This is an optimization exercise on Yosys and OpenROAD, whose aim is small area, a short achievable clock period and few clock cycles per item, not a production implementation. In this exercise RTL edits were held to simulation tests only and were not proved equivalent to the original.

--- flow/config.mk ---
export PLATFORM = sky130hd
export DESIGN_NAME = macc_control_top
export DESIGN_NICKNAME = macc_control_top
export VERILOG_FILES = /design/flow/design.v
export SDC_FILE = /design/flow/constraint.sdc
export NUM_CORES = 4
export LEC_CHECK = 0
export ABC_CLOCK_PERIOD_IN_PS = 3000
export CAP_MARGIN = 20
export CORE_MARGIN = 2
export CORE_UTILIZATION = 40
export SETUP_SLACK_MARGIN = 3.5
export SLEW_MARGIN = 20
--- flow/constraint.sdc ---
create_clock -name core_clock -period 7.0 [get_ports {clk}]
set_input_delay 1.4000 -clock core_clock [delete_from_list [all_inputs] [get_ports {clk}]]
set_output_delay 1.4000 -clock core_clock [all_outputs]
set_load 0.01 [all_outputs]
--- flow/design.v ---
`default_nettype none
package macc_pkg;
  typedef logic signed [16-1:0] data_t;  
  typedef logic signed [(2*16 + 4)-1:0] acc_t;  
  typedef logic [4-1:0] len_t;  
  typedef logic [4-1:0] filt_t;  
endpackage
`default_nettype wire
`timescale 1ns/1ps
`default_nettype none
module psum_sequencer (
  input logic clk,
  input logic rst_n,
  input logic mac_begin,
  input logic acc_begin,
  input macc_pkg::len_t conv_len,
  input macc_pkg::filt_t filter_num,
  output logic issue_first,  
  output logic issue_last,  
  output logic issue_end,  
  output logic run_acc,  
  output logic mul_enable,
  output logic acc_enable,
  output macc_pkg::len_t cnt_a,
  output macc_pkg::filt_t cnt_b
);
  logic acc_run;  
  logic idle;
  logic start_mul;
  logic start_acc;
  logic a_last;  
  logic b_last;  
  macc_pkg::len_t a_inc;
  macc_pkg::filt_t b_inc;
  assign idle = ~mul_enable & ~acc_run;
  assign start_mul = idle & mac_begin & ~acc_begin;
  assign start_acc = idle & acc_begin & ~mac_begin;
  assign a_inc = cnt_a + 1'b1;
  assign b_inc = cnt_b + 1'b1;
  assign a_last = (a_inc == (acc_enable ? filter_num : conv_len));
  assign b_last = (b_inc == filter_num);
  always_ff @(posedge clk or negedge rst_n) begin
    if (!rst_n) begin
      mul_enable <= 1'b0;
      acc_enable <= 1'b0;
      acc_run <= 1'b0;
    end else begin
      mul_enable <= start_mul | (mul_enable & ~(a_last & b_last));
      acc_run <= start_acc | (acc_run & ~(acc_enable & a_last));
      acc_enable <= start_acc | (acc_run & ~acc_enable);
    end
  end
  always_ff @(posedge clk) begin
    if (start_mul | start_acc) begin
      run_acc <= start_acc;
    end
    if (start_mul | start_acc | (mul_enable & a_last)) begin
      cnt_a <= '0;
    end else if (mul_enable | acc_enable) begin
      cnt_a <= a_inc;
    end
    if (start_mul) begin
      cnt_b <= '0;
    end else if (mul_enable & a_last) begin
      cnt_b <= b_inc;
    end
  end
  assign issue_first = ~mul_enable | (cnt_a == '0);
  assign issue_last = acc_enable | (mul_enable & a_last);
  assign issue_end = (acc_enable & a_last) | (mul_enable & a_last & b_last);
endmodule
`default_nettype wire
`timescale 1ns/1ps
`default_nettype none
module operand_stage (
  input logic clk,
  input logic rst_n,
  input logic acc_enable,
  input logic issue_first,
  input logic issue_last,
  input logic issue_end,
  input macc_pkg::data_t weight_in,
  input macc_pkg::data_t ifmap_in,
  input macc_pkg::data_t external_psum,
  output logic pad_acc,  
  output logic op_first,  
  output logic op_acc,  
  output logic op_last,
  output logic op_end,
  output macc_pkg::data_t op_w,
  output macc_pkg::data_t op_x
);
  logic [1:0] acc_pipe;
  logic [1:0] first_pipe;
  logic [2:0] last_pipe;
  logic [2:0] end_pipe;
  always_ff @(posedge clk or negedge rst_n) begin
    if (!rst_n) begin
      last_pipe <= '0;
      end_pipe <= '0;
    end else begin
      last_pipe <= {last_pipe[1:0], issue_last};
      end_pipe <= {end_pipe[1:0], issue_end};
    end
  end
  always_ff @(posedge clk) begin
    acc_pipe <= {acc_pipe[0], acc_enable};
    first_pipe <= {first_pipe[0], issue_first};
    op_acc <= acc_pipe[1];
    op_first <= first_pipe[1];
  end
  assign pad_acc = acc_pipe[1];
  assign op_last = last_pipe[2];
  assign op_end = end_pipe[2];
  always_ff @(posedge clk) begin
    op_w <= pad_acc ? external_psum : weight_in;
    op_x <= pad_acc ? macc_pkg::data_t'(1) : ifmap_in;
  end
endmodule
`default_nettype wire
`timescale 1ns/1ps
`default_nettype none
module macc_unit (
  input logic clk,
  input logic rst_n,
  input logic pad_acc,
  input logic op_first,
  input logic op_acc,
  input logic op_last,
  input logic op_end,
  input logic run_acc,
  input macc_pkg::data_t op_w,
  input macc_pkg::data_t op_x,
  input macc_pkg::acc_t internal_psum,
  output macc_pkg::acc_t accum_out,
  output logic psum_store,
  output logic mac_finish,
  output logic acc_finish
);
  logic [(2*16 + 4)-1:0] s_q;  
  logic [(2*16 + 4)-1:0] c_q;
  logic [(2*16 + 4)-1:0] s_fb;
  logic [(2*16 + 4)-1:0] c_fb;
  logic [(2*16 + 4)-1:0] s_d;
  logic [(2*16 + 4)-1:0] c_d;
  logic sum_last;
  logic sum_end;
  assign s_fb = (op_first & ~op_acc) ? '0 : s_q;
  assign c_fb = op_first ? '0 : c_q;
  macc_tree u_tree (
    .w (op_w),
    .x (op_x),
    .sfb (s_fb),
    .cfb (c_fb),
    .s_o (s_d),
    .c_o (c_d)
  );
  always_ff @(posedge clk) begin
    s_q <= pad_acc ? internal_psum : s_d;
    c_q <= c_d;
    accum_out <= s_q + c_q;
  end
  always_ff @(posedge clk or negedge rst_n) begin
    if (!rst_n) begin
      sum_last <= 1'b0;
      sum_end <= 1'b0;
      psum_store <= 1'b0;
      mac_finish <= 1'b0;
      acc_finish <= 1'b0;
    end else begin
      sum_last <= op_last;
      sum_end <= op_end;
      psum_store <= sum_last;
      mac_finish <= sum_end & ~run_acc;
      acc_finish <= sum_end & run_acc;
    end
  end
endmodule
module macc_tree (
  input  logic [15:0] w,
  input  logic [15:0] x,
  input  logic [35:0] sfb,
  input  logic [35:0] cfb,
  output logic [35:0] s_o,
  output logic [35:0] c_o
);
  wire one0 = x[0] ^ 1'b0;
  wire two0 = (x[1] & ~x[0] & ~1'b0) | (~x[1] & x[0] & 1'b0);
  wire neg0 = x[1];
  wire pp0_0 = ((one0 & w[0]) | (two0 & 1'b0)) ^ neg0;
  wire pp0_1 = ((one0 & w[1]) | (two0 & w[0])) ^ neg0;
  wire pp0_2 = ((one0 & w[2]) | (two0 & w[1])) ^ neg0;
  wire pp0_3 = ((one0 & w[3]) | (two0 & w[2])) ^ neg0;
  wire pp0_4 = ((one0 & w[4]) | (two0 & w[3])) ^ neg0;
  wire pp0_5 = ((one0 & w[5]) | (two0 & w[4])) ^ neg0;
  wire pp0_6 = ((one0 & w[6]) | (two0 & w[5])) ^ neg0;
  wire pp0_7 = ((one0 & w[7]) | (two0 & w[6])) ^ neg0;
  wire pp0_8 = ((one0 & w[8]) | (two0 & w[7])) ^ neg0;
  wire pp0_9 = ((one0 & w[9]) | (two0 & w[8])) ^ neg0;
  wire pp0_10 = ((one0 & w[10]) | (two0 & w[9])) ^ neg0;
  wire pp0_11 = ((one0 & w[11]) | (two0 & w[10])) ^ neg0;
  wire pp0_12 = ((one0 & w[12]) | (two0 & w[11])) ^ neg0;
  wire pp0_13 = ((one0 & w[13]) | (two0 & w[12])) ^ neg0;
  wire pp0_14 = ((one0 & w[14]) | (two0 & w[13])) ^ neg0;
  wire pp0_15 = ((one0 & w[15]) | (two0 & w[14])) ^ neg0;
  wire pp0_16 = ((one0 & w[15]) | (two0 & w[15])) ^ neg0;
  wire npp0_16 = ~pp0_16;
  wire one1 = x[2] ^ x[1];
  wire two1 = (x[3] & ~x[2] & ~x[1]) | (~x[3] & x[2] & x[1]);
  wire neg1 = x[3];
  wire pp1_0 = ((one1 & w[0]) | (two1 & 1'b0)) ^ neg1;
  wire pp1_1 = ((one1 & w[1]) | (two1 & w[0])) ^ neg1;
  wire pp1_2 = ((one1 & w[2]) | (two1 & w[1])) ^ neg1;
  wire pp1_3 = ((one1 & w[3]) | (two1 & w[2])) ^ neg1;
  wire pp1_4 = ((one1 & w[4]) | (two1 & w[3])) ^ neg1;
  wire pp1_5 = ((one1 & w[5]) | (two1 & w[4])) ^ neg1;
  wire pp1_6 = ((one1 & w[6]) | (two1 & w[5])) ^ neg1;
  wire pp1_7 = ((one1 & w[7]) | (two1 & w[6])) ^ neg1;
  wire pp1_8 = ((one1 & w[8]) | (two1 & w[7])) ^ neg1;
  wire pp1_9 = ((one1 & w[9]) | (two1 & w[8])) ^ neg1;
  wire pp1_10 = ((one1 & w[10]) | (two1 & w[9])) ^ neg1;
  wire pp1_11 = ((one1 & w[11]) | (two1 & w[10])) ^ neg1;
  wire pp1_12 = ((one1 & w[12]) | (two1 & w[11])) ^ neg1;
  wire pp1_13 = ((one1 & w[13]) | (two1 & w[12])) ^ neg1;
  wire pp1_14 = ((one1 & w[14]) | (two1 & w[13])) ^ neg1;
  wire pp1_15 = ((one1 & w[15]) | (two1 & w[14])) ^ neg1;
  wire pp1_16 = ((one1 & w[15]) | (two1 & w[15])) ^ neg1;
  wire npp1_16 = ~pp1_16;
  wire one2 = x[4] ^ x[3];
  wire two2 = (x[5] & ~x[4] & ~x[3]) | (~x[5] & x[4] & x[3]);
  wire neg2 = x[5];
  wire pp2_0 = ((one2 & w[0]) | (two2 & 1'b0)) ^ neg2;
  wire pp2_1 = ((one2 & w[1]) | (two2 & w[0])) ^ neg2;
  wire pp2_2 = ((one2 & w[2]) | (two2 & w[1])) ^ neg2;
  wire pp2_3 = ((one2 & w[3]) | (two2 & w[2])) ^ neg2;
  wire pp2_4 = ((one2 & w[4]) | (two2 & w[3])) ^ neg2;
  wire pp2_5 = ((one2 & w[5]) | (two2 & w[4])) ^ neg2;
  wire pp2_6 = ((one2 & w[6]) | (two2 & w[5])) ^ neg2;
  wire pp2_7 = ((one2 & w[7]) | (two2 & w[6])) ^ neg2;
  wire pp2_8 = ((one2 & w[8]) | (two2 & w[7])) ^ neg2;
  wire pp2_9 = ((one2 & w[9]) | (two2 & w[8])) ^ neg2;
  wire pp2_10 = ((one2 & w[10]) | (two2 & w[9])) ^ neg2;
  wire pp2_11 = ((one2 & w[11]) | (two2 & w[10])) ^ neg2;
  wire pp2_12 = ((one2 & w[12]) | (two2 & w[11])) ^ neg2;
  wire pp2_13 = ((one2 & w[13]) | (two2 & w[12])) ^ neg2;
  wire pp2_14 = ((one2 & w[14]) | (two2 & w[13])) ^ neg2;
  wire pp2_15 = ((one2 & w[15]) | (two2 & w[14])) ^ neg2;
  wire pp2_16 = ((one2 & w[15]) | (two2 & w[15])) ^ neg2;
  wire npp2_16 = ~pp2_16;
  wire one3 = x[6] ^ x[5];
  wire two3 = (x[7] & ~x[6] & ~x[5]) | (~x[7] & x[6] & x[5]);
  wire neg3 = x[7];
  wire pp3_0 = ((one3 & w[0]) | (two3 & 1'b0)) ^ neg3;
  wire pp3_1 = ((one3 & w[1]) | (two3 & w[0])) ^ neg3;
  wire pp3_2 = ((one3 & w[2]) | (two3 & w[1])) ^ neg3;
  wire pp3_3 = ((one3 & w[3]) | (two3 & w[2])) ^ neg3;
  wire pp3_4 = ((one3 & w[4]) | (two3 & w[3])) ^ neg3;
  wire pp3_5 = ((one3 & w[5]) | (two3 & w[4])) ^ neg3;
  wire pp3_6 = ((one3 & w[6]) | (two3 & w[5])) ^ neg3;
  wire pp3_7 = ((one3 & w[7]) | (two3 & w[6])) ^ neg3;
  wire pp3_8 = ((one3 & w[8]) | (two3 & w[7])) ^ neg3;
  wire pp3_9 = ((one3 & w[9]) | (two3 & w[8])) ^ neg3;
  wire pp3_10 = ((one3 & w[10]) | (two3 & w[9])) ^ neg3;
  wire pp3_11 = ((one3 & w[11]) | (two3 & w[10])) ^ neg3;
  wire pp3_12 = ((one3 & w[12]) | (two3 & w[11])) ^ neg3;
  wire pp3_13 = ((one3 & w[13]) | (two3 & w[12])) ^ neg3;
  wire pp3_14 = ((one3 & w[14]) | (two3 & w[13])) ^ neg3;
  wire pp3_15 = ((one3 & w[15]) | (two3 & w[14])) ^ neg3;
  wire pp3_16 = ((one3 & w[15]) | (two3 & w[15])) ^ neg3;
  wire npp3_16 = ~pp3_16;
  wire one4 = x[8] ^ x[7];
  wire two4 = (x[9] & ~x[8] & ~x[7]) | (~x[9] & x[8] & x[7]);
  wire neg4 = x[9];
  wire pp4_0 = ((one4 & w[0]) | (two4 & 1'b0)) ^ neg4;
  wire pp4_1 = ((one4 & w[1]) | (two4 & w[0])) ^ neg4;
  wire pp4_2 = ((one4 & w[2]) | (two4 & w[1])) ^ neg4;
  wire pp4_3 = ((one4 & w[3]) | (two4 & w[2])) ^ neg4;
  wire pp4_4 = ((one4 & w[4]) | (two4 & w[3])) ^ neg4;
  wire pp4_5 = ((one4 & w[5]) | (two4 & w[4])) ^ neg4;
  wire pp4_6 = ((one4 & w[6]) | (two4 & w[5])) ^ neg4;
  wire pp4_7 = ((one4 & w[7]) | (two4 & w[6])) ^ neg4;
  wire pp4_8 = ((one4 & w[8]) | (two4 & w[7])) ^ neg4;
  wire pp4_9 = ((one4 & w[9]) | (two4 & w[8])) ^ neg4;
  wire pp4_10 = ((one4 & w[10]) | (two4 & w[9])) ^ neg4;
  wire pp4_11 = ((one4 & w[11]) | (two4 & w[10])) ^ neg4;
  wire pp4_12 = ((one4 & w[12]) | (two4 & w[11])) ^ neg4;
  wire pp4_13 = ((one4 & w[13]) | (two4 & w[12])) ^ neg4;
  wire pp4_14 = ((one4 & w[14]) | (two4 & w[13])) ^ neg4;
  wire pp4_15 = ((one4 & w[15]) | (two4 & w[14])) ^ neg4;
  wire pp4_16 = ((one4 & w[15]) | (two4 & w[15])) ^ neg4;
  wire npp4_16 = ~pp4_16;
  wire one5 = x[10] ^ x[9];
  wire two5 = (x[11] & ~x[10] & ~x[9]) | (~x[11] & x[10] & x[9]);
  wire neg5 = x[11];
  wire pp5_0 = ((one5 & w[0]) | (two5 & 1'b0)) ^ neg5;
  wire pp5_1 = ((one5 & w[1]) | (two5 & w[0])) ^ neg5;
  wire pp5_2 = ((one5 & w[2]) | (two5 & w[1])) ^ neg5;
  wire pp5_3 = ((one5 & w[3]) | (two5 & w[2])) ^ neg5;
  wire pp5_4 = ((one5 & w[4]) | (two5 & w[3])) ^ neg5;
  wire pp5_5 = ((one5 & w[5]) | (two5 & w[4])) ^ neg5;
  wire pp5_6 = ((one5 & w[6]) | (two5 & w[5])) ^ neg5;
  wire pp5_7 = ((one5 & w[7]) | (two5 & w[6])) ^ neg5;
  wire pp5_8 = ((one5 & w[8]) | (two5 & w[7])) ^ neg5;
  wire pp5_9 = ((one5 & w[9]) | (two5 & w[8])) ^ neg5;
  wire pp5_10 = ((one5 & w[10]) | (two5 & w[9])) ^ neg5;
  wire pp5_11 = ((one5 & w[11]) | (two5 & w[10])) ^ neg5;
  wire pp5_12 = ((one5 & w[12]) | (two5 & w[11])) ^ neg5;
  wire pp5_13 = ((one5 & w[13]) | (two5 & w[12])) ^ neg5;
  wire pp5_14 = ((one5 & w[14]) | (two5 & w[13])) ^ neg5;
  wire pp5_15 = ((one5 & w[15]) | (two5 & w[14])) ^ neg5;
  wire pp5_16 = ((one5 & w[15]) | (two5 & w[15])) ^ neg5;
  wire npp5_16 = ~pp5_16;
  wire one6 = x[12] ^ x[11];
  wire two6 = (x[13] & ~x[12] & ~x[11]) | (~x[13] & x[12] & x[11]);
  wire neg6 = x[13];
  wire pp6_0 = ((one6 & w[0]) | (two6 & 1'b0)) ^ neg6;
  wire pp6_1 = ((one6 & w[1]) | (two6 & w[0])) ^ neg6;
  wire pp6_2 = ((one6 & w[2]) | (two6 & w[1])) ^ neg6;
  wire pp6_3 = ((one6 & w[3]) | (two6 & w[2])) ^ neg6;
  wire pp6_4 = ((one6 & w[4]) | (two6 & w[3])) ^ neg6;
  wire pp6_5 = ((one6 & w[5]) | (two6 & w[4])) ^ neg6;
  wire pp6_6 = ((one6 & w[6]) | (two6 & w[5])) ^ neg6;
  wire pp6_7 = ((one6 & w[7]) | (two6 & w[6])) ^ neg6;
  wire pp6_8 = ((one6 & w[8]) | (two6 & w[7])) ^ neg6;
  wire pp6_9 = ((one6 & w[9]) | (two6 & w[8])) ^ neg6;
  wire pp6_10 = ((one6 & w[10]) | (two6 & w[9])) ^ neg6;
  wire pp6_11 = ((one6 & w[11]) | (two6 & w[10])) ^ neg6;
  wire pp6_12 = ((one6 & w[12]) | (two6 & w[11])) ^ neg6;
  wire pp6_13 = ((one6 & w[13]) | (two6 & w[12])) ^ neg6;
  wire pp6_14 = ((one6 & w[14]) | (two6 & w[13])) ^ neg6;
  wire pp6_15 = ((one6 & w[15]) | (two6 & w[14])) ^ neg6;
  wire pp6_16 = ((one6 & w[15]) | (two6 & w[15])) ^ neg6;
  wire npp6_16 = ~pp6_16;
  wire one7 = x[14] ^ x[13];
  wire two7 = (x[15] & ~x[14] & ~x[13]) | (~x[15] & x[14] & x[13]);
  wire neg7 = x[15];
  wire pp7_0 = ((one7 & w[0]) | (two7 & 1'b0)) ^ neg7;
  wire pp7_1 = ((one7 & w[1]) | (two7 & w[0])) ^ neg7;
  wire pp7_2 = ((one7 & w[2]) | (two7 & w[1])) ^ neg7;
  wire pp7_3 = ((one7 & w[3]) | (two7 & w[2])) ^ neg7;
  wire pp7_4 = ((one7 & w[4]) | (two7 & w[3])) ^ neg7;
  wire pp7_5 = ((one7 & w[5]) | (two7 & w[4])) ^ neg7;
  wire pp7_6 = ((one7 & w[6]) | (two7 & w[5])) ^ neg7;
  wire pp7_7 = ((one7 & w[7]) | (two7 & w[6])) ^ neg7;
  wire pp7_8 = ((one7 & w[8]) | (two7 & w[7])) ^ neg7;
  wire pp7_9 = ((one7 & w[9]) | (two7 & w[8])) ^ neg7;
  wire pp7_10 = ((one7 & w[10]) | (two7 & w[9])) ^ neg7;
  wire pp7_11 = ((one7 & w[11]) | (two7 & w[10])) ^ neg7;
  wire pp7_12 = ((one7 & w[12]) | (two7 & w[11])) ^ neg7;
  wire pp7_13 = ((one7 & w[13]) | (two7 & w[12])) ^ neg7;
  wire pp7_14 = ((one7 & w[14]) | (two7 & w[13])) ^ neg7;
  wire pp7_15 = ((one7 & w[15]) | (two7 & w[14])) ^ neg7;
  wire pp7_16 = ((one7 & w[15]) | (two7 & w[15])) ^ neg7;
  wire npp7_16 = ~pp7_16;
  wire h1, h1c;
  assign h1 = sfb[12] ^ cfb[12];
  assign h1c = sfb[12] & cfb[12];
  wire h2, h2c;
  assign h2 = sfb[13] ^ cfb[13];
  assign h2c = sfb[13] & cfb[13];
  wire s3, s3c;
  assign s3 = sfb[14] ^ cfb[14] ^ neg7;
  assign s3c = (sfb[14] & cfb[14]) | (sfb[14] & neg7) | (cfb[14] & neg7);
  wire h4, h4c;
  assign h4 = pp0_14 ^ pp1_12;
  assign h4c = pp0_14 & pp1_12;
  wire s5, s5c;
  assign s5 = sfb[15] ^ cfb[15] ^ pp0_15;
  assign s5c = (sfb[15] & cfb[15]) | (sfb[15] & pp0_15) | (cfb[15] & pp0_15);
  wire h6, h6c;
  assign h6 = pp1_13 ^ pp2_11;
  assign h6c = pp1_13 & pp2_11;
  wire s7, s7c;
  assign s7 = 1'b1 ^ sfb[16] ^ cfb[16];
  assign s7c = (1'b1 & sfb[16]) | (1'b1 & cfb[16]) | (sfb[16] & cfb[16]);
  wire s8, s8c;
  assign s8 = npp0_16 ^ pp1_14 ^ pp2_12;
  assign s8c = (npp0_16 & pp1_14) | (npp0_16 & pp2_12) | (pp1_14 & pp2_12);
  wire s9, s9c;
  assign s9 = 1'b1 ^ sfb[17] ^ cfb[17];
  assign s9c = (1'b1 & sfb[17]) | (1'b1 & cfb[17]) | (sfb[17] & cfb[17]);
  wire h10, h10c;
  assign h10 = pp1_15 ^ pp2_13;
  assign h10c = pp1_15 & pp2_13;
  wire s11, s11c;
  assign s11 = sfb[18] ^ cfb[18] ^ npp1_16;
  assign s11c = (sfb[18] & cfb[18]) | (sfb[18] & npp1_16) | (cfb[18] & npp1_16);
  wire h12, h12c;
  assign h12 = 1'b1 ^ sfb[19];
  assign h12c = 1'b1 & sfb[19];
  wire h13, h13c;
  assign h13 = sfb[6] ^ cfb[6];
  assign h13c = sfb[6] & cfb[6];
  wire h14, h14c;
  assign h14 = sfb[7] ^ cfb[7];
  assign h14c = sfb[7] & cfb[7];
  wire s15, s15c;
  assign s15 = sfb[8] ^ cfb[8] ^ neg4;
  assign s15c = (sfb[8] & cfb[8]) | (sfb[8] & neg4) | (cfb[8] & neg4);
  wire h16, h16c;
  assign h16 = pp0_8 ^ pp1_6;
  assign h16c = pp0_8 & pp1_6;
  wire s17, s17c;
  assign s17 = sfb[9] ^ cfb[9] ^ pp0_9;
  assign s17c = (sfb[9] & cfb[9]) | (sfb[9] & pp0_9) | (cfb[9] & pp0_9);
  wire h18, h18c;
  assign h18 = pp1_7 ^ pp2_5;
  assign h18c = pp1_7 & pp2_5;
  wire s19, s19c;
  assign s19 = sfb[10] ^ cfb[10] ^ neg5;
  assign s19c = (sfb[10] & cfb[10]) | (sfb[10] & neg5) | (cfb[10] & neg5);
  wire s20, s20c;
  assign s20 = pp0_10 ^ pp1_8 ^ pp2_6;
  assign s20c = (pp0_10 & pp1_8) | (pp0_10 & pp2_6) | (pp1_8 & pp2_6);
  wire h21, h21c;
  assign h21 = pp3_4 ^ pp4_2;
  assign h21c = pp3_4 & pp4_2;
  wire s22, s22c;
  assign s22 = sfb[11] ^ cfb[11] ^ pp0_11;
  assign s22c = (sfb[11] & cfb[11]) | (sfb[11] & pp0_11) | (cfb[11] & pp0_11);
  wire s23, s23c;
  assign s23 = pp1_9 ^ pp2_7 ^ pp3_5;
  assign s23c = (pp1_9 & pp2_7) | (pp1_9 & pp3_5) | (pp2_7 & pp3_5);
  wire h24, h24c;
  assign h24 = pp4_3 ^ pp5_1;
  assign h24c = pp4_3 & pp5_1;
  wire s25, s25c;
  assign s25 = h1 ^ neg6 ^ pp0_12;
  assign s25c = (h1 & neg6) | (h1 & pp0_12) | (neg6 & pp0_12);
  wire s26, s26c;
  assign s26 = pp1_10 ^ pp2_8 ^ pp3_6;
  assign s26c = (pp1_10 & pp2_8) | (pp1_10 & pp3_6) | (pp2_8 & pp3_6);
  wire s27, s27c;
  assign s27 = pp4_4 ^ pp5_2 ^ pp6_0;
  assign s27c = (pp4_4 & pp5_2) | (pp4_4 & pp6_0) | (pp5_2 & pp6_0);
  wire s28, s28c;
  assign s28 = h1c ^ h2 ^ pp0_13;
  assign s28c = (h1c & h2) | (h1c & pp0_13) | (h2 & pp0_13);
  wire s29, s29c;
  assign s29 = pp1_11 ^ pp2_9 ^ pp3_7;
  assign s29c = (pp1_11 & pp2_9) | (pp1_11 & pp3_7) | (pp2_9 & pp3_7);
  wire s30, s30c;
  assign s30 = pp4_5 ^ pp5_3 ^ pp6_1;
  assign s30c = (pp4_5 & pp5_3) | (pp4_5 & pp6_1) | (pp5_3 & pp6_1);
  wire s31, s31c;
  assign s31 = h2c ^ pp2_10 ^ pp3_8;
  assign s31c = (h2c & pp2_10) | (h2c & pp3_8) | (pp2_10 & pp3_8);
  wire s32, s32c;
  assign s32 = pp4_6 ^ pp5_4 ^ pp6_2;
  assign s32c = (pp4_6 & pp5_4) | (pp4_6 & pp6_2) | (pp5_4 & pp6_2);
  wire s33, s33c;
  assign s33 = pp7_0 ^ s3 ^ h4;
  assign s33c = (pp7_0 & s3) | (pp7_0 & h4) | (s3 & h4);
  wire s34, s34c;
  assign s34 = pp3_9 ^ pp4_7 ^ pp5_5;
  assign s34c = (pp3_9 & pp4_7) | (pp3_9 & pp5_5) | (pp4_7 & pp5_5);
  wire s35, s35c;
  assign s35 = pp6_3 ^ pp7_1 ^ s3c;
  assign s35c = (pp6_3 & pp7_1) | (pp6_3 & s3c) | (pp7_1 & s3c);
  wire s36, s36c;
  assign s36 = h4c ^ h6 ^ s5;
  assign s36c = (h4c & h6) | (h4c & s5) | (h6 & s5);
  wire s37, s37c;
  assign s37 = s7 ^ pp3_10 ^ pp4_8;
  assign s37c = (s7 & pp3_10) | (s7 & pp4_8) | (pp3_10 & pp4_8);
  wire s38, s38c;
  assign s38 = pp5_6 ^ pp6_4 ^ pp7_2;
  assign s38c = (pp5_6 & pp6_4) | (pp5_6 & pp7_2) | (pp6_4 & pp7_2);
  wire s39, s39c;
  assign s39 = h6c ^ s5c ^ s8;
  assign s39c = (h6c & s5c) | (h6c & s8) | (s5c & s8);
  wire s40, s40c;
  assign s40 = s7c ^ s9 ^ pp3_11;
  assign s40c = (s7c & s9) | (s7c & pp3_11) | (s9 & pp3_11);
  wire s41, s41c;
  assign s41 = pp4_9 ^ pp5_7 ^ pp6_5;
  assign s41c = (pp4_9 & pp5_7) | (pp4_9 & pp6_5) | (pp5_7 & pp6_5);
  wire s42, s42c;
  assign s42 = pp7_3 ^ h10 ^ s8c;
  assign s42c = (pp7_3 & h10) | (pp7_3 & s8c) | (h10 & s8c);
  wire s43, s43c;
  assign s43 = s9c ^ pp2_14 ^ pp3_12;
  assign s43c = (s9c & pp2_14) | (s9c & pp3_12) | (pp2_14 & pp3_12);
  wire s44, s44c;
  assign s44 = pp4_10 ^ pp5_8 ^ pp6_6;
  assign s44c = (pp4_10 & pp5_8) | (pp4_10 & pp6_6) | (pp5_8 & pp6_6);
  wire s45, s45c;
  assign s45 = pp7_4 ^ h10c ^ s11;
  assign s45c = (pp7_4 & h10c) | (pp7_4 & s11) | (h10c & s11);
  wire s46, s46c;
  assign s46 = cfb[19] ^ h12 ^ pp2_15;
  assign s46c = (cfb[19] & h12) | (cfb[19] & pp2_15) | (h12 & pp2_15);
  wire s47, s47c;
  assign s47 = pp3_13 ^ pp4_11 ^ pp5_9;
  assign s47c = (pp3_13 & pp4_11) | (pp3_13 & pp5_9) | (pp4_11 & pp5_9);
  wire s48, s48c;
  assign s48 = pp6_7 ^ pp7_5 ^ s11c;
  assign s48c = (pp6_7 & pp7_5) | (pp6_7 & s11c) | (pp7_5 & s11c);
  wire s49, s49c;
  assign s49 = sfb[20] ^ cfb[20] ^ h12c;
  assign s49c = (sfb[20] & cfb[20]) | (sfb[20] & h12c) | (cfb[20] & h12c);
  wire s50, s50c;
  assign s50 = npp2_16 ^ pp3_14 ^ pp4_12;
  assign s50c = (npp2_16 & pp3_14) | (npp2_16 & pp4_12) | (pp3_14 & pp4_12);
  wire s51, s51c;
  assign s51 = pp5_10 ^ pp6_8 ^ pp7_6;
  assign s51c = (pp5_10 & pp6_8) | (pp5_10 & pp7_6) | (pp6_8 & pp7_6);
  wire s52, s52c;
  assign s52 = 1'b1 ^ sfb[21] ^ cfb[21];
  assign s52c = (1'b1 & sfb[21]) | (1'b1 & cfb[21]) | (sfb[21] & cfb[21]);
  wire s53, s53c;
  assign s53 = pp3_15 ^ pp4_13 ^ pp5_11;
  assign s53c = (pp3_15 & pp4_13) | (pp3_15 & pp5_11) | (pp4_13 & pp5_11);
  wire h54, h54c;
  assign h54 = pp6_9 ^ pp7_7;
  assign h54c = pp6_9 & pp7_7;
  wire s55, s55c;
  assign s55 = sfb[22] ^ cfb[22] ^ npp3_16;
  assign s55c = (sfb[22] & cfb[22]) | (sfb[22] & npp3_16) | (cfb[22] & npp3_16);
  wire s56, s56c;
  assign s56 = pp4_14 ^ pp5_12 ^ pp6_10;
  assign s56c = (pp4_14 & pp5_12) | (pp4_14 & pp6_10) | (pp5_12 & pp6_10);
  wire s57, s57c;
  assign s57 = 1'b1 ^ sfb[23] ^ cfb[23];
  assign s57c = (1'b1 & sfb[23]) | (1'b1 & cfb[23]) | (sfb[23] & cfb[23]);
  wire h58, h58c;
  assign h58 = pp4_15 ^ pp5_13;
  assign h58c = pp4_15 & pp5_13;
  wire s59, s59c;
  assign s59 = sfb[24] ^ cfb[24] ^ npp4_16;
  assign s59c = (sfb[24] & cfb[24]) | (sfb[24] & npp4_16) | (cfb[24] & npp4_16);
  wire h60, h60c;
  assign h60 = 1'b1 ^ sfb[25];
  assign h60c = 1'b1 & sfb[25];
  wire h61, h61c;
  assign h61 = sfb[2] ^ cfb[2];
  assign h61c = sfb[2] & cfb[2];
  wire h62, h62c;
  assign h62 = sfb[3] ^ cfb[3];
  assign h62c = sfb[3] & cfb[3];
  wire s63, s63c;
  assign s63 = sfb[4] ^ cfb[4] ^ neg2;
  assign s63c = (sfb[4] & cfb[4]) | (sfb[4] & neg2) | (cfb[4] & neg2);
  wire h64, h64c;
  assign h64 = pp0_4 ^ pp1_2;
  assign h64c = pp0_4 & pp1_2;
  wire s65, s65c;
  assign s65 = sfb[5] ^ cfb[5] ^ pp0_5;
  assign s65c = (sfb[5] & cfb[5]) | (sfb[5] & pp0_5) | (cfb[5] & pp0_5);
  wire h66, h66c;
  assign h66 = pp1_3 ^ pp2_1;
  assign h66c = pp1_3 & pp2_1;
  wire s67, s67c;
  assign s67 = h13 ^ neg3 ^ pp0_6;
  assign s67c = (h13 & neg3) | (h13 & pp0_6) | (neg3 & pp0_6);
  wire s68, s68c;
  assign s68 = pp1_4 ^ pp2_2 ^ pp3_0;
  assign s68c = (pp1_4 & pp2_2) | (pp1_4 & pp3_0) | (pp2_2 & pp3_0);
  wire s69, s69c;
  assign s69 = h13c ^ h14 ^ pp0_7;
  assign s69c = (h13c & h14) | (h13c & pp0_7) | (h14 & pp0_7);
  wire s70, s70c;
  assign s70 = pp1_5 ^ pp2_3 ^ pp3_1;
  assign s70c = (pp1_5 & pp2_3) | (pp1_5 & pp3_1) | (pp2_3 & pp3_1);
  wire s71, s71c;
  assign s71 = h14c ^ pp2_4 ^ pp3_2;
  assign s71c = (h14c & pp2_4) | (h14c & pp3_2) | (pp2_4 & pp3_2);
  wire s72, s72c;
  assign s72 = pp4_0 ^ s15 ^ h16;
  assign s72c = (pp4_0 & s15) | (pp4_0 & h16) | (s15 & h16);
  wire s73, s73c;
  assign s73 = pp3_3 ^ pp4_1 ^ s15c;
  assign s73c = (pp3_3 & pp4_1) | (pp3_3 & s15c) | (pp4_1 & s15c);
  wire s74, s74c;
  assign s74 = h16c ^ h18 ^ s17;
  assign s74c = (h16c & h18) | (h16c & s17) | (h18 & s17);
  wire s75, s75c;
  assign s75 = pp5_0 ^ s19 ^ h18c;
  assign s75c = (pp5_0 & s19) | (pp5_0 & h18c) | (s19 & h18c);
  wire s76, s76c;
  assign s76 = h21 ^ s17c ^ s20;
  assign s76c = (h21 & s17c) | (h21 & s20) | (s17c & s20);
  wire s77, s77c;
  assign s77 = s19c ^ h21c ^ h24;
  assign s77c = (s19c & h21c) | (s19c & h24) | (h21c & h24);
  wire s78, s78c;
  assign s78 = s20c ^ s22 ^ s23;
  assign s78c = (s20c & s22) | (s20c & s23) | (s22 & s23);
  wire s79, s79c;
  assign s79 = h24c ^ s22c ^ s23c;
  assign s79c = (h24c & s22c) | (h24c & s23c) | (s22c & s23c);
  wire s80, s80c;
  assign s80 = s25 ^ s26 ^ s27;
  assign s80c = (s25 & s26) | (s25 & s27) | (s26 & s27);
  wire s81, s81c;
  assign s81 = s25c ^ s26c ^ s27c;
  assign s81c = (s25c & s26c) | (s25c & s27c) | (s26c & s27c);
  wire s82, s82c;
  assign s82 = s28 ^ s29 ^ s30;
  assign s82c = (s28 & s29) | (s28 & s30) | (s29 & s30);
  wire s83, s83c;
  assign s83 = s28c ^ s29c ^ s30c;
  assign s83c = (s28c & s29c) | (s28c & s30c) | (s29c & s30c);
  wire s84, s84c;
  assign s84 = s31 ^ s32 ^ s33;
  assign s84c = (s31 & s32) | (s31 & s33) | (s32 & s33);
  wire s85, s85c;
  assign s85 = s31c ^ s32c ^ s34;
  assign s85c = (s31c & s32c) | (s31c & s34) | (s32c & s34);
  wire s86, s86c;
  assign s86 = s35 ^ s33c ^ s36;
  assign s86c = (s35 & s33c) | (s35 & s36) | (s33c & s36);
  wire s87, s87c;
  assign s87 = s34c ^ s37 ^ s38;
  assign s87c = (s34c & s37) | (s34c & s38) | (s37 & s38);
  wire s88, s88c;
  assign s88 = s35c ^ s36c ^ s39;
  assign s88c = (s35c & s36c) | (s35c & s39) | (s36c & s39);
  wire s89, s89c;
  assign s89 = s37c ^ s38c ^ s40;
  assign s89c = (s37c & s38c) | (s37c & s40) | (s38c & s40);
  wire s90, s90c;
  assign s90 = s41 ^ s39c ^ s42;
  assign s90c = (s41 & s39c) | (s41 & s42) | (s39c & s42);
  wire s91, s91c;
  assign s91 = s40c ^ s41c ^ s43;
  assign s91c = (s40c & s41c) | (s40c & s43) | (s41c & s43);
  wire s92, s92c;
  assign s92 = s44 ^ s42c ^ s45;
  assign s92c = (s44 & s42c) | (s44 & s45) | (s42c & s45);
  wire s93, s93c;
  assign s93 = s43c ^ s44c ^ s46;
  assign s93c = (s43c & s44c) | (s43c & s46) | (s44c & s46);
  wire s94, s94c;
  assign s94 = s47 ^ s45c ^ s48;
  assign s94c = (s47 & s45c) | (s47 & s48) | (s45c & s48);
  wire s95, s95c;
  assign s95 = s49 ^ s46c ^ s47c;
  assign s95c = (s49 & s46c) | (s49 & s47c) | (s46c & s47c);
  wire s96, s96c;
  assign s96 = s50 ^ s51 ^ s48c;
  assign s96c = (s50 & s51) | (s50 & s48c) | (s51 & s48c);
  wire s97, s97c;
  assign s97 = s52 ^ s49c ^ h54;
  assign s97c = (s52 & s49c) | (s52 & h54) | (s49c & h54);
  wire s98, s98c;
  assign s98 = s50c ^ s51c ^ s53;
  assign s98c = (s50c & s51c) | (s50c & s53) | (s51c & s53);
  wire s99, s99c;
  assign s99 = s52c ^ pp7_8 ^ h54c;
  assign s99c = (s52c & pp7_8) | (s52c & h54c) | (pp7_8 & h54c);
  wire s100, s100c;
  assign s100 = s53c ^ s55 ^ s56;
  assign s100c = (s53c & s55) | (s53c & s56) | (s55 & s56);
  wire s101, s101c;
  assign s101 = s57 ^ pp6_11 ^ pp7_9;
  assign s101c = (s57 & pp6_11) | (s57 & pp7_9) | (pp6_11 & pp7_9);
  wire s102, s102c;
  assign s102 = h58 ^ s55c ^ s56c;
  assign s102c = (h58 & s55c) | (h58 & s56c) | (s55c & s56c);
  wire s103, s103c;
  assign s103 = s57c ^ pp5_14 ^ pp6_12;
  assign s103c = (s57c & pp5_14) | (s57c & pp6_12) | (pp5_14 & pp6_12);
  wire s104, s104c;
  assign s104 = pp7_10 ^ h58c ^ s59;
  assign s104c = (pp7_10 & h58c) | (pp7_10 & s59) | (h58c & s59);
  wire s105, s105c;
  assign s105 = cfb[25] ^ h60 ^ pp5_15;
  assign s105c = (cfb[25] & h60) | (cfb[25] & pp5_15) | (h60 & pp5_15);
  wire s106, s106c;
  assign s106 = pp6_13 ^ pp7_11 ^ s59c;
  assign s106c = (pp6_13 & pp7_11) | (pp6_13 & s59c) | (pp7_11 & s59c);
  wire s107, s107c;
  assign s107 = sfb[26] ^ cfb[26] ^ h60c;
  assign s107c = (sfb[26] & cfb[26]) | (sfb[26] & h60c) | (cfb[26] & h60c);
  wire s108, s108c;
  assign s108 = npp5_16 ^ pp6_14 ^ pp7_12;
  assign s108c = (npp5_16 & pp6_14) | (npp5_16 & pp7_12) | (pp6_14 & pp7_12);
  wire s109, s109c;
  assign s109 = 1'b1 ^ sfb[27] ^ cfb[27];
  assign s109c = (1'b1 & sfb[27]) | (1'b1 & cfb[27]) | (sfb[27] & cfb[27]);
  wire h110, h110c;
  assign h110 = pp6_15 ^ pp7_13;
  assign h110c = pp6_15 & pp7_13;
  wire s111, s111c;
  assign s111 = sfb[28] ^ cfb[28] ^ npp6_16;
  assign s111c = (sfb[28] & cfb[28]) | (sfb[28] & npp6_16) | (cfb[28] & npp6_16);
  wire h112, h112c;
  assign h112 = 1'b1 ^ sfb[29];
  assign h112c = 1'b1 & sfb[29];
  wire h113, h113c;
  assign h113 = sfb[0] ^ cfb[0];
  assign h113c = sfb[0] & cfb[0];
  wire h114, h114c;
  assign h114 = sfb[1] ^ cfb[1];
  assign h114c = sfb[1] & cfb[1];
  wire s115, s115c;
  assign s115 = h61 ^ neg1 ^ pp0_2;
  assign s115c = (h61 & neg1) | (h61 & pp0_2) | (neg1 & pp0_2);
  wire s116, s116c;
  assign s116 = h61c ^ h62 ^ pp0_3;
  assign s116c = (h61c & h62) | (h61c & pp0_3) | (h62 & pp0_3);
  wire s117, s117c;
  assign s117 = h62c ^ pp2_0 ^ s63;
  assign s117c = (h62c & pp2_0) | (h62c & s63) | (pp2_0 & s63);
  wire s118, s118c;
  assign s118 = s63c ^ h64c ^ h66;
  assign s118c = (s63c & h64c) | (s63c & h66) | (h64c & h66);
  wire s119, s119c;
  assign s119 = h66c ^ s65c ^ s67;
  assign s119c = (h66c & s65c) | (h66c & s67) | (s65c & s67);
  wire s120, s120c;
  assign s120 = s67c ^ s68c ^ s69;
  assign s120c = (s67c & s68c) | (s67c & s69) | (s68c & s69);
  wire s121, s121c;
  assign s121 = s69c ^ s70c ^ s71;
  assign s121c = (s69c & s70c) | (s69c & s71) | (s70c & s71);
  wire s122, s122c;
  assign s122 = s71c ^ s73 ^ s72c;
  assign s122c = (s71c & s73) | (s71c & s72c) | (s73 & s72c);
  wire s123, s123c;
  assign s123 = s73c ^ s75 ^ s74c;
  assign s123c = (s73c & s75) | (s73c & s74c) | (s75 & s74c);
  wire s124, s124c;
  assign s124 = s75c ^ s77 ^ s76c;
  assign s124c = (s75c & s77) | (s75c & s76c) | (s77 & s76c);
  wire s125, s125c;
  assign s125 = s77c ^ s78c ^ s79;
  assign s125c = (s77c & s78c) | (s77c & s79) | (s78c & s79);
  wire s126, s126c;
  assign s126 = s79c ^ s80c ^ s81;
  assign s126c = (s79c & s80c) | (s79c & s81) | (s80c & s81);
  wire s127, s127c;
  assign s127 = s81c ^ s82c ^ s83;
  assign s127c = (s81c & s82c) | (s81c & s83) | (s82c & s83);
  wire s128, s128c;
  assign s128 = s83c ^ s85 ^ s84c;
  assign s128c = (s83c & s85) | (s83c & s84c) | (s85 & s84c);
  wire s129, s129c;
  assign s129 = s85c ^ s87 ^ s86c;
  assign s129c = (s85c & s87) | (s85c & s86c) | (s87 & s86c);
  wire s130, s130c;
  assign s130 = s87c ^ s89 ^ s88c;
  assign s130c = (s87c & s89) | (s87c & s88c) | (s89 & s88c);
  wire s131, s131c;
  assign s131 = s89c ^ s91 ^ s90c;
  assign s131c = (s89c & s91) | (s89c & s90c) | (s91 & s90c);
  wire s132, s132c;
  assign s132 = s91c ^ s93 ^ s92c;
  assign s132c = (s91c & s93) | (s91c & s92c) | (s93 & s92c);
  wire s133, s133c;
  assign s133 = s93c ^ s95 ^ s94c;
  assign s133c = (s93c & s95) | (s93c & s94c) | (s95 & s94c);
  wire s134, s134c;
  assign s134 = s97 ^ s95c ^ s98;
  assign s134c = (s97 & s95c) | (s97 & s98) | (s95c & s98);
  wire s135, s135c;
  assign s135 = s97c ^ s99 ^ s98c;
  assign s135c = (s97c & s99) | (s97c & s98c) | (s99 & s98c);
  wire s136, s136c;
  assign s136 = s101 ^ s99c ^ s100c;
  assign s136c = (s101 & s99c) | (s101 & s100c) | (s99c & s100c);
  wire s137, s137c;
  assign s137 = s101c ^ s103 ^ s102c;
  assign s137c = (s101c & s103) | (s101c & s102c) | (s103 & s102c);
  wire s138, s138c;
  assign s138 = s103c ^ s105 ^ s104c;
  assign s138c = (s103c & s105) | (s103c & s104c) | (s105 & s104c);
  wire s139, s139c;
  assign s139 = s107 ^ s105c ^ s108;
  assign s139c = (s107 & s105c) | (s107 & s108) | (s105c & s108);
  wire s140, s140c;
  assign s140 = s109 ^ s107c ^ h110;
  assign s140c = (s109 & s107c) | (s109 & h110) | (s107c & h110);
  wire s141, s141c;
  assign s141 = s109c ^ pp7_14 ^ h110c;
  assign s141c = (s109c & pp7_14) | (s109c & h110c) | (pp7_14 & h110c);
  wire s142, s142c;
  assign s142 = cfb[29] ^ h112 ^ pp7_15;
  assign s142c = (cfb[29] & h112) | (cfb[29] & pp7_15) | (h112 & pp7_15);
  wire s143, s143c;
  assign s143 = sfb[30] ^ cfb[30] ^ h112c;
  assign s143c = (sfb[30] & cfb[30]) | (sfb[30] & h112c) | (cfb[30] & h112c);
  wire h144, h144c;
  assign h144 = 1'b1 ^ sfb[31];
  assign h144c = 1'b1 & sfb[31];
  wire h145, h145c;
  assign h145 = 1'b1 ^ sfb[32];
  assign h145c = 1'b1 & sfb[32];
  wire h146, h146c;
  assign h146 = 1'b1 ^ sfb[33];
  assign h146c = 1'b1 & sfb[33];
  wire h147, h147c;
  assign h147 = 1'b1 ^ sfb[34];
  assign h147c = 1'b1 & sfb[34];
  wire h148, h148c;
  assign h148 = 1'b1 ^ sfb[35];
  assign h148c = 1'b1 & sfb[35];
  wire h149, h149c;
  assign h149 = h113 ^ neg0;
  assign h149c = h113 & neg0;
  wire s150, s150c;
  assign s150 = h113c ^ h114 ^ pp0_1;
  assign s150c = (h113c & h114) | (h113c & pp0_1) | (h114 & pp0_1);
  wire s151, s151c;
  assign s151 = h114c ^ pp1_0 ^ s115;
  assign s151c = (h114c & pp1_0) | (h114c & s115) | (pp1_0 & s115);
  wire s152, s152c;
  assign s152 = pp1_1 ^ s115c ^ s116;
  assign s152c = (pp1_1 & s115c) | (pp1_1 & s116) | (s115c & s116);
  wire s153, s153c;
  assign s153 = h64 ^ s116c ^ s117;
  assign s153c = (h64 & s116c) | (h64 & s117) | (s116c & s117);
  wire s154, s154c;
  assign s154 = s65 ^ s117c ^ s118;
  assign s154c = (s65 & s117c) | (s65 & s118) | (s117c & s118);
  wire s155, s155c;
  assign s155 = s68 ^ s118c ^ s119;
  assign s155c = (s68 & s118c) | (s68 & s119) | (s118c & s119);
  wire s156, s156c;
  assign s156 = s70 ^ s119c ^ s120;
  assign s156c = (s70 & s119c) | (s70 & s120) | (s119c & s120);
  wire s157, s157c;
  assign s157 = s72 ^ s120c ^ s121;
  assign s157c = (s72 & s120c) | (s72 & s121) | (s120c & s121);
  wire s158, s158c;
  assign s158 = s121c ^ s74 ^ s122;
  assign s158c = (s121c & s74) | (s121c & s122) | (s74 & s122);
  wire s159, s159c;
  assign s159 = s76 ^ s122c ^ s123;
  assign s159c = (s76 & s122c) | (s76 & s123) | (s122c & s123);
  wire s160, s160c;
  assign s160 = s78 ^ s123c ^ s124;
  assign s160c = (s78 & s123c) | (s78 & s124) | (s123c & s124);
  wire s161, s161c;
  assign s161 = s80 ^ s124c ^ s125;
  assign s161c = (s80 & s124c) | (s80 & s125) | (s124c & s125);
  wire s162, s162c;
  assign s162 = s82 ^ s125c ^ s126;
  assign s162c = (s82 & s125c) | (s82 & s126) | (s125c & s126);
  wire s163, s163c;
  assign s163 = s84 ^ s126c ^ s127;
  assign s163c = (s84 & s126c) | (s84 & s127) | (s126c & s127);
  wire s164, s164c;
  assign s164 = s127c ^ s86 ^ s128;
  assign s164c = (s127c & s86) | (s127c & s128) | (s86 & s128);
  wire s165, s165c;
  assign s165 = s88 ^ s128c ^ s129;
  assign s165c = (s88 & s128c) | (s88 & s129) | (s128c & s129);
  wire s166, s166c;
  assign s166 = s90 ^ s129c ^ s130;
  assign s166c = (s90 & s129c) | (s90 & s130) | (s129c & s130);
  wire s167, s167c;
  assign s167 = s92 ^ s130c ^ s131;
  assign s167c = (s92 & s130c) | (s92 & s131) | (s130c & s131);
  wire s168, s168c;
  assign s168 = s94 ^ s131c ^ s132;
  assign s168c = (s94 & s131c) | (s94 & s132) | (s131c & s132);
  wire s169, s169c;
  assign s169 = s96 ^ s132c ^ s133;
  assign s169c = (s96 & s132c) | (s96 & s133) | (s132c & s133);
  wire s170, s170c;
  assign s170 = s134 ^ s96c ^ s133c;
  assign s170c = (s134 & s96c) | (s134 & s133c) | (s96c & s133c);
  wire s171, s171c;
  assign s171 = s100 ^ s134c ^ s135;
  assign s171c = (s100 & s134c) | (s100 & s135) | (s134c & s135);
  wire s172, s172c;
  assign s172 = s102 ^ s135c ^ s136;
  assign s172c = (s102 & s135c) | (s102 & s136) | (s135c & s136);
  wire s173, s173c;
  assign s173 = s104 ^ s136c ^ s137;
  assign s173c = (s104 & s136c) | (s104 & s137) | (s136c & s137);
  wire s174, s174c;
  assign s174 = s106 ^ s137c ^ s138;
  assign s174c = (s106 & s137c) | (s106 & s138) | (s137c & s138);
  wire s175, s175c;
  assign s175 = s139 ^ s106c ^ s138c;
  assign s175c = (s139 & s106c) | (s139 & s138c) | (s106c & s138c);
  wire s176, s176c;
  assign s176 = s108c ^ s140 ^ s139c;
  assign s176c = (s108c & s140) | (s108c & s139c) | (s140 & s139c);
  wire s177, s177c;
  assign s177 = s111 ^ s140c ^ s141;
  assign s177c = (s111 & s140c) | (s111 & s141) | (s140c & s141);
  wire s178, s178c;
  assign s178 = s142 ^ s111c ^ s141c;
  assign s178c = (s142 & s111c) | (s142 & s141c) | (s111c & s141c);
  wire s179, s179c;
  assign s179 = npp7_16 ^ s143 ^ s142c;
  assign s179c = (npp7_16 & s143) | (npp7_16 & s142c) | (s143 & s142c);
  wire s180, s180c;
  assign s180 = cfb[31] ^ h144 ^ s143c;
  assign s180c = (cfb[31] & h144) | (cfb[31] & s143c) | (h144 & s143c);
  wire s181, s181c;
  assign s181 = cfb[32] ^ h144c ^ h145;
  assign s181c = (cfb[32] & h144c) | (cfb[32] & h145) | (h144c & h145);
  wire s182, s182c;
  assign s182 = cfb[33] ^ h145c ^ h146;
  assign s182c = (cfb[33] & h145c) | (cfb[33] & h146) | (h145c & h146);
  wire s183, s183c;
  assign s183 = cfb[34] ^ h146c ^ h147;
  assign s183c = (cfb[34] & h146c) | (cfb[34] & h147) | (h146c & h147);
  wire s184, s184c;
  assign s184 = cfb[35] ^ h147c ^ h148;
  assign s184c = (cfb[35] & h147c) | (cfb[35] & h148) | (h147c & h148);
  assign s_o[0] = h149;
  assign c_o[0] = pp0_0;
  assign s_o[1] = h149c;
  assign c_o[1] = s150;
  assign s_o[2] = s150c;
  assign c_o[2] = s151;
  assign s_o[3] = s151c;
  assign c_o[3] = s152;
  assign s_o[4] = s152c;
  assign c_o[4] = s153;
  assign s_o[5] = s153c;
  assign c_o[5] = s154;
  assign s_o[6] = s154c;
  assign c_o[6] = s155;
  assign s_o[7] = s155c;
  assign c_o[7] = s156;
  assign s_o[8] = s156c;
  assign c_o[8] = s157;
  assign s_o[9] = s157c;
  assign c_o[9] = s158;
  assign s_o[10] = s158c;
  assign c_o[10] = s159;
  assign s_o[11] = s159c;
  assign c_o[11] = s160;
  assign s_o[12] = s160c;
  assign c_o[12] = s161;
  assign s_o[13] = s161c;
  assign c_o[13] = s162;
  assign s_o[14] = s162c;
  assign c_o[14] = s163;
  assign s_o[15] = s163c;
  assign c_o[15] = s164;
  assign s_o[16] = s164c;
  assign c_o[16] = s165;
  assign s_o[17] = s165c;
  assign c_o[17] = s166;
  assign s_o[18] = s166c;
  assign c_o[18] = s167;
  assign s_o[19] = s167c;
  assign c_o[19] = s168;
  assign s_o[20] = s168c;
  assign c_o[20] = s169;
  assign s_o[21] = s169c;
  assign c_o[21] = s170;
  assign s_o[22] = s171;
  assign c_o[22] = s170c;
  assign s_o[23] = s171c;
  assign c_o[23] = s172;
  assign s_o[24] = s172c;
  assign c_o[24] = s173;
  assign s_o[25] = s173c;
  assign c_o[25] = s174;
  assign s_o[26] = s174c;
  assign c_o[26] = s175;
  assign s_o[27] = s176;
  assign c_o[27] = s175c;
  assign s_o[28] = s177;
  assign c_o[28] = s176c;
  assign s_o[29] = s177c;
  assign c_o[29] = s178;
  assign s_o[30] = s179;
  assign c_o[30] = s178c;
  assign s_o[31] = s180;
  assign c_o[31] = s179c;
  assign s_o[32] = s181;
  assign c_o[32] = s180c;
  assign s_o[33] = s181c;
  assign c_o[33] = s182;
  assign s_o[34] = s182c;
  assign c_o[34] = s183;
  assign s_o[35] = s183c;
  assign c_o[35] = s184;
endmodule
`default_nettype wire
`timescale 1ns/1ps
`default_nettype none
module macc_control_top (
  input logic clk,
  input logic rst_n,
  input logic mac_begin,
  input logic acc_begin,
  input macc_pkg::len_t conv_len,
  input macc_pkg::filt_t filter_num,
  input macc_pkg::data_t weight_in,
  input macc_pkg::data_t ifmap_in,
  input macc_pkg::data_t external_psum,
  input macc_pkg::acc_t internal_psum,
  output logic mul_enable,
  output logic acc_enable,
  output macc_pkg::len_t cnt_a,
  output macc_pkg::filt_t cnt_b,
  output macc_pkg::acc_t accum_out,
  output logic psum_store,
  output logic mac_finish,
  output logic acc_finish
);
  logic issue_first;
  logic issue_last;
  logic issue_end;
  logic run_acc;
  logic pad_acc;
  logic op_first;
  logic op_acc;
  logic op_last;
  logic op_end;
  macc_pkg::data_t op_w;
  macc_pkg::data_t op_x;
  psum_sequencer u_seq (
    .clk (clk),
    .rst_n (rst_n),
    .mac_begin (mac_begin),
    .acc_begin (acc_begin),
    .conv_len (conv_len),
    .filter_num (filter_num),
    .issue_first (issue_first),
    .issue_last (issue_last),
    .issue_end (issue_end),
    .run_acc (run_acc),
    .mul_enable (mul_enable),
    .acc_enable (acc_enable),
    .cnt_a (cnt_a),
    .cnt_b (cnt_b)
  );
  operand_stage u_ops (
    .clk (clk),
    .rst_n (rst_n),
    .acc_enable (acc_enable),
    .issue_first (issue_first),
    .issue_last (issue_last),
    .issue_end (issue_end),
    .weight_in (weight_in),
    .ifmap_in (ifmap_in),
    .external_psum (external_psum),
    .pad_acc (pad_acc),
    .op_first (op_first),
    .op_acc (op_acc),
    .op_last (op_last),
    .op_end (op_end),
    .op_w (op_w),
    .op_x (op_x)
  );
  macc_unit u_mac (
    .clk (clk),
    .rst_n (rst_n),
    .pad_acc (pad_acc),
    .op_first (op_first),
    .op_acc (op_acc),
    .op_last (op_last),
    .op_end (op_end),
    .run_acc (run_acc),
    .op_w (op_w),
    .op_x (op_x),
    .internal_psum (internal_psum),
    .accum_out (accum_out),
    .psum_store (psum_store),
    .mac_finish (mac_finish),
    .acc_finish (acc_finish)
  );
endmodule
`default_nettype wire
--- flow/run.sh ---
#!/bin/bash
# synth_recipe.tcl (not shown) runs the flow's synth.tcl, then flattens the netlist and writes it again
# the make line also repeats each setting of config.mk as NAME=value (left out here)
make -C /OpenROAD-flow-scripts/flow DESIGN_CONFIG=/design/flow/config.mk WORK_HOME=/design/flow/orfs CLKGATE_MAP_FILE= SYNTH_SCRIPT=/design/flow/synth_recipe.tcl finish
==> impl_metrics.csv, run 1 <==
group,metric,value,unit
status,status,"no timing/DRC/antenna violations",
clock_network,cts.htree.levels,4,
grt,grt_pass1_vias,13000,
die,die-area,39600,um^2
timing,period_minus_slack,3630,ps
finish,area_growth,26.5,%
detailed_routing,drc_errors,0,
logic_synthesis,synth_top_family_by_area,"adder cells",
clock_network,clock-root-buffer,"clkbuf_16",
logic_synthesis,muxShareOfSynthArea,5.29,%
die,die_width,199,um
worst_setup_path,cp_max_fo,9,
logic_synthesis,synth_fa_ha_area_share,27.1,%
grt,grt_usage,23.6,%
finish,final_nets,2227,
worst_setup_path,start_kind,"flop",
logic_synthesis,ys_seq_area_share,22.7,%
detailed_routing,antenna_left,0,
placed_design,port_buffers,144,
grt,grt_pass1_wl,71500,um
detailed_routing,wire_per_inst,19.2,um
die,core,37600,um^2
logic_synthesis,synth_cell_types,61,
hold_path,hold_class,"reg2reg",
placed_design,post-place-ws,2240,ps
timing,fin_skew,11.8,ps
hold_path,min_from,"u_ops.acc_pipe[0]",
logic_synthesis,syn_area,15200,um^2
logic_synthesis,avgSynthCellArea,8.47,um^2
timing,rsz0062_at_grt,"yes",
grt,grt-ovfl-total,0,
timing,tns,0,ps
timing,fmax,276,MHz
logic_synthesis,synthesis.nets,2107,
logic_synthesis,synth_compound_area_share,19.2,%
die,rows,71,
logic_synthesis,synthFlopType,"dfxtp_1",
worst_setup_path,worstPathRequired,7340,ps
die,die_h,199,um
clock_network,clk_pin_slew,70,ps
logic_synthesis,yosys_register_bits,169,
timing,setup_viol,0,
detailed_routing,vias,13500,
die,io_pins,145,
timing,worst_pin_slew,1000,ps
clock_network,cts_tree,"done",
detailed_routing,dr.pass1.iters,8,
worst_setup_path,crit_type,"reg2reg",
finish,drive_gt1_share,18.5,%
worst_setup_path,startpoint,"u_ops.op_x[1]",
clock_network,clockBufferDepth,2,
timing,hold_ws,325,ps
clock_network,insertion_delay,460,ps
worst_setup_path,r2r_start,"u_ops.op_x[1]",
clock_network,cts_inserted_buffers,17,
flow_run,cap_violations,0,
placed_design,place_congestion,0.877,
detailed_routing,drt-vias-per-instance,5.52,
finish,antennaDiodeCount,0,
detailed_routing,drtIter0Drc,1220,
timing,relSlewSlack,32.1,%
timing,hold_viol_final,0,
timing,fin_crit_sh,51.8,%
grt,grt_max_degree,71,
detailed_routing,routed_wl,47000,um
logic_synthesis,yosysWarnings,3,
timing,setup_ws,3370,ps
worst_setup_path,critPathArrivalTime,3970,ps
placed_design,dp_hpwl,30900,um
die,start_util,40.5,%
worst_setup_path,endpoint_kind,"flop",
finish,final_area,19300,um^2
logic_synthesis,synth-simple-area-share,13.9,%
grt,antenna_found_initial,1,
clock_network,clock_sinks,169,
logic_synthesis,synthXorXnorAreaFrac,3.85,%
logic_synthesis,ys_async_sr_fraction,8.28,%
timing,finalMaxSlewViolations,0,
logic_synthesis,synth_edf_count,1,
logic_synthesis,syn_inst,1797,
placed_design,place_area,16900,um^2
[area by class of cell]
| class | count | area, um^2 |
|---|---|---|
| Clock inverter | 15 | 164 |
| Multi-Input combinational cell | 1316 | 11200 |
| Inverter | 151 | 579 |
| Sequential cell | 169 | 3530 |
| Tap cell | 511 | 639 |
| Timing Repair Buffer | 262 | 2730 |
| Fill cell | 3476 | 18300 |
| Clock buffer | 17 | 425 |
[path summary, 6_finish.rpt]
kind                                          end  slack [ps]  cells past startpoint
worst max-delay path                u_mac.s_q[18]        3370                     12
min in group asynchronous           u_seq.acc_run        1310                      1
worst max register to register      u_mac.s_q[18]        3370                     12
worst min-delay path            u_ops.acc_pipe[1]         330                      0
max in group asynchronous        u_mac.psum_store        5300                      1
worst min register to register  u_ops.acc_pipe[1]         330                      0
[metrics by stage]
stage          util (%)  cells
6_report           51.3   2441
5_1_grt            51.3   2441
4_1_cts            49.4   2407
3_5_place_dp       45.0   2313
3_3_place_gp       45.0   2313
2_1_floorplan         -   1797
[cell families (layout without fill, tap and decap cells)]
group                    count (synthesis)  after routing
AO/OA/AOI/OAI                          457            457
multiplexers                            74             74
XOR/XNOR                                67             67
flip-flops                             169            169
AND/OR/NAND/NOR                        466            471
adder cells (fa/ha/maj)                247            247
buffers and inverters                  317            445
[state kept, by name, summed over array words and instances (netlist names), 3 cells and up]
signal and count:
u_ops.op_x 16, u_seq.cnt_b 4, u_mac.s_q 36, u_seq.cnt_a 4
u_ops.op_w 16, u_mac.accum_out 36, u_mac.c_q 36, u_ops.last_pipe 3
u_ops.end_pipe 3
[routing by layer]
metal	track usage [%]	wire length, um	up-vias	share of wire, %
met5	0	0	-	0
met4	9.29	1680	0	3.6
met3	4.83	3770	88	8.0
met1	32.5	20800	6460	44
met2	36.2	20700	612	44
li1	-	-	6323	-
[Yosys cell counts (4+ instances only)]
cell / instances / share of area (%)
a211oi_1: 11 / 0.54
a21o_1: 13 / 0.64
a21oi_1: 146 / 4.8
a221oi_1: 36 / 2.1
a22o_1: 5 / 0.29
a22oi_1: 50 / 2.5
a31oi_1: 4 / 0.16
and2_1: 35 / 1.4
and3_1: 4 / 0.16
buf_1: 26 / 0.64
clkbuf_1: 138 / 3.4
dfrtp_1: 14 / 2.3
dfxtp_1: 154 / 20
fa_1: 150 / 20
ha_1: 64 / 5.3
inv_1: 150 / 3.7
maj3_1: 33 / 2.2
mux2_2: 52 / 3.8
mux2i_1: 22 / 1.4
nand2_1: 204 / 5.0
nand2b_1: 27 / 1.1
nand3_1: 11 / 0.36
nor2_1: 107 / 2.6
nor2b_1: 61 / 2.5
nor3_1: 6 / 0.20
o211ai_1: 9 / 0.44
o21a_1: 7 / 0.35
o21ai_0: 85 / 2.8
o221ai_1: 5 / 0.29
o22ai_1: 47 / 1.9
o311a_1: 12 / 0.79
o31ai_1: 4 / 0.20
xnor2_1: 40 / 2.3
xor2_1: 27 / 1.6
[cell usage in the layout, fill, tap and decap left out, types with 27 or more instances in the layout]
cell             synthesis  layout
nand2_1                204     199
clkdlybuf4s50_1          0     144
a21oi_1                146     139
inv_1                  150     138
dfxtp_1                154     135
fa_1                   150     123
nor2_1                 107      98
buf_4                    0      74
ha_1                    64      62
nor2b_1                 61      59
o21ai_0                 85      57
mux2_2                  52      51
a22oi_1                 50      45
xnor2_1                 40      40
o22ai_1                 47      39
maj3_1                  33      33
fa_2                     0      27
[timing repair]
item,in CTS,in global routing
setup buffers,56,27
endpoints found under the setup margin,52,30
pin swaps,13,35
gates resized for setup,148,114
hold buffers,0,0
gates cloned,6,7
[critical path: stages, from the launching register on]
cell and delay [ps]:
dfxtp_4 390, buf_4 160, buf_6 140, mux2_2 280, fa_1 540, inv_1 50, fa_1 470, inv_1 50
fa_2 340, inv_2 70, fa_1 430, fa_2 340, mux2_2 260
Testbench counts, summed over its fixed seeds: cycles 24,960, items 22,427.
==> run 2, diff against run 1 <==
--- a/flow/config.mk
+++ b/flow/config.mk
@@ -5,9 +5,8 @@
 export SDC_FILE = /design/flow/constraint.sdc
 export NUM_CORES = 4
 export LEC_CHECK = 0
-export ABC_CLOCK_PERIOD_IN_PS = 3000
 export CAP_MARGIN = 20
 export CORE_MARGIN = 2
 export CORE_UTILIZATION = 40
-export SETUP_SLACK_MARGIN = 3.5
+export SETUP_SLACK_MARGIN = 3.0
 export SLEW_MARGIN = 20
==> impl_metrics.csv, run 2 <==
group,metric,value,unit
flow_run,cap_violations,0,
grt,antenna_found_initial,0,
finish,final_area,17700,um^2
timing,hold_viol_final,0,
logic_synthesis,avgSynthCellArea,8.47,um^2
timing,hold_ws,330,ps
worst_setup_path,worstPathRequired,7350,ps
logic_synthesis,synthesis.nets,2107,
finish,stdcell_count,2358,
detailed_routing,antenna_left,0,
grt,grt-ovfl-total,0,
detailed_routing,dr.pass1.iters,5,
detailed_routing,wire_per_inst,17.9,um
logic_synthesis,yosys_register_bits,169,
worst_setup_path,cp_max_fo,34,
clock_network,cts.htree.levels,4,
timing,fin_skew,15.8,ps
logic_synthesis,syn_inst,1797,
placed_design,port_buffers,144,
clock_network,cts_tree,"done",
placed_design,dp_hpwl,31000,um
timing,setup_viol,0,
finish,drive_gt1_share,8.93,%
hold_path,hold_class,"reg2reg",
finish,antennaDiodeCount,0,
die,die_width,199,um
finish,top_regs,"u_mac.accum_out x36, u_mac.c_q x36, u_mac.s_q x36",
timing,fin_crit_sh,55.8,%
timing,rsz0062_at_grt,"yes",
timing,relSlewSlack,34.6,%
logic_synthesis,yosys.area.top_type,"dfxtp_1",
finish,final_nets,2144,
logic_synthesis,ys_top_cells_by_area,"dfxtp_1, fa_1, ha_1",
clock_network,ctsHoldBuffers,0,
timing,finalMaxSlewViolations,0,
logic_synthesis,synth_cell_types,61,
timing,worst_pin_slew,981,ps
clock_network,cts_inserted_buffers,17,
grt,grt_pass1_wl,68300,um
die,rows,71,
detailed_routing,drt-vias-per-instance,5.42,
placed_design,place_congestion,0.895,
die,core,37600,um^2
clock_network,clk_pin_slew,80,ps
clock_network,clockBufferDepth,2,
placed_design,post-place-ws,2650,ps
finish,area_growth,16.3,%
worst_setup_path,start_kind,"flop",
finish,layout_common_cells,"nand2_1, fa_1, inv_1, a21oi_1",
clock_network,clock-root-buffer,"clkbuf_16",
clock_network,insertion_delay,460,ps
status,status,"no timing/DRC/antenna violations",
detailed_routing,drc_errors,0,
die,start_util,40.5,%
logic_synthesis,yosysWarnings,3,
logic_synthesis,ys_async_sr_fraction,8.28,%
placed_design,place_inst,2321,
logic_synthesis,yosys-top-cells-count,"nand2_1, dfxtp_1, fa_1, inv_1, a21oi_1",
die,die_h,199,um
logic_synthesis,synthFlopType,"dfxtp_1",
worst_setup_path,critPathArrivalTime,4260,ps
grt,grt_usage,22.2,%
timing,fmax,256,MHz
finish,final_common_cell,"nand2_1",
timing,setup_ws,3090,ps
run 2: cell counts after synthesis:
Identical to the previous run, type by type.
run 2: repair_timing:
action,CTS,global route
gates resized for setup,20,24
endpoints found under the setup margin,15,21
buffers inserted,0,5
run 2: through the flow:
| step | utilization (%) |
|---|---|
| 3_3_place_gp | 45.1 |
| 4_1_cts | 46.8 |
| 2_1_floorplan | - |
| 6_report | 47.1 |
| 3_5_place_dp | 45.1 |
| 5_1_grt | 47.1 |
run 2: kinds of logic (layout without fill, tap and decap cells):
family | Yosys count | after routing | synth area share (%)
AO/OA/AOI/OAI | 457 | 457 | 19.2
XOR/XNOR | 67 | 67 | 3.85
buffers and inverters | 317 | 367 | 7.83
adder cells (fa/ha/maj) | 247 | 247 | 27.1
flip-flops | 169 | 169 | 22.7
multiplexers | 74 | 74 | 5.29
AND/OR/NAND/NOR | 466 | 466 | 13.9
run 2: worst paths after layout:
kind / depth (start not counted) / startpoint / end / slack, ps
setup / recovery: 14 / u_ops.op_x[3] / u_mac.s_q[18] / 3090
hold / removal: 0 / u_ops.acc_pipe[0] / u_ops.acc_pipe[1] / 330
setup reg to reg: 14 / u_ops.op_x[3] / u_mac.s_q[18] / 3090
hold reg to reg: 0 / u_ops.acc_pipe[0] / u_ops.acc_pipe[1] / 330
max in group asynchronous: 1 / rst_n / u_ops.last_pipe[2] / 5270
min in group asynchronous: 1 / rst_n / u_seq.acc_run / 1340
run 2: area by class of cell:
cell class	count	area, um^2
fillers	3651	19900
multi-input cells	1311	10600
flip-flops and latches	169	3480
repair buffers	184	1790
well taps	511	639
inverters	151	574
clock buffers	17	425
clock inverters	15	176
run 2: routing by layer:
| metal | global-route usage (%) | part of all wire [%] | up-vias |
|---|---|---|---|
| met2 | 34.3 | 45 | 457 |
| met4 | 6.00 | 1.7 | 0 |
| met1 | 31.6 | 47 | 6152 |
| li1 | - | - | 6126 |
| met3 | 4.32 | 7.1 | 34 |
| met5 | 0 | 0 | - |
run 2: critical path: stages, from the launching register on:
cell and delay (ps):
dfxtp_1 360, buf_12 200, xor2_1 100, and2_2 320
a22oi_1 160, o21ai_0 120, fa_1 500, inv_1 50
fa_1 470, inv_1 50, fa_1 350, inv_1 70
fa_1 430, fa_1 370, mux2_2 260

## port drivers added, routing unchanged
No port has a modelled driver above. Below, the same layouts with a new extraction and two added sets of constraints.
Step 1 sets driving cells, clkbuf_16 on the clock port and buf_2 on the other inputs (assumed; they add their load-dependent delay and slew).
Step 2 times the ports against the registers' clock, not the clock port: input delays grow and output delays shrink by t, the midpoint of the rising clock arrivals with the driver on.
Slacks: ideal / step 1 / step 2; pairs: ideal / step 1.
run | shift t [ns] | slack for setup (ns) | latest minus earliest clock arrival (ns) | slew at the worst register clock pin (ns)
run 1 | 0.506 | 3.374 / 3.374 / 3.374 | 0.013 / 0.013 | 0.08 / 0.08
run 2 | 0.504 | 3.091 / 3.091 / 3.091 | 0.016 / 0.015 | 0.08 / 0.08
After both steps setup and hold are still met in every run listed.
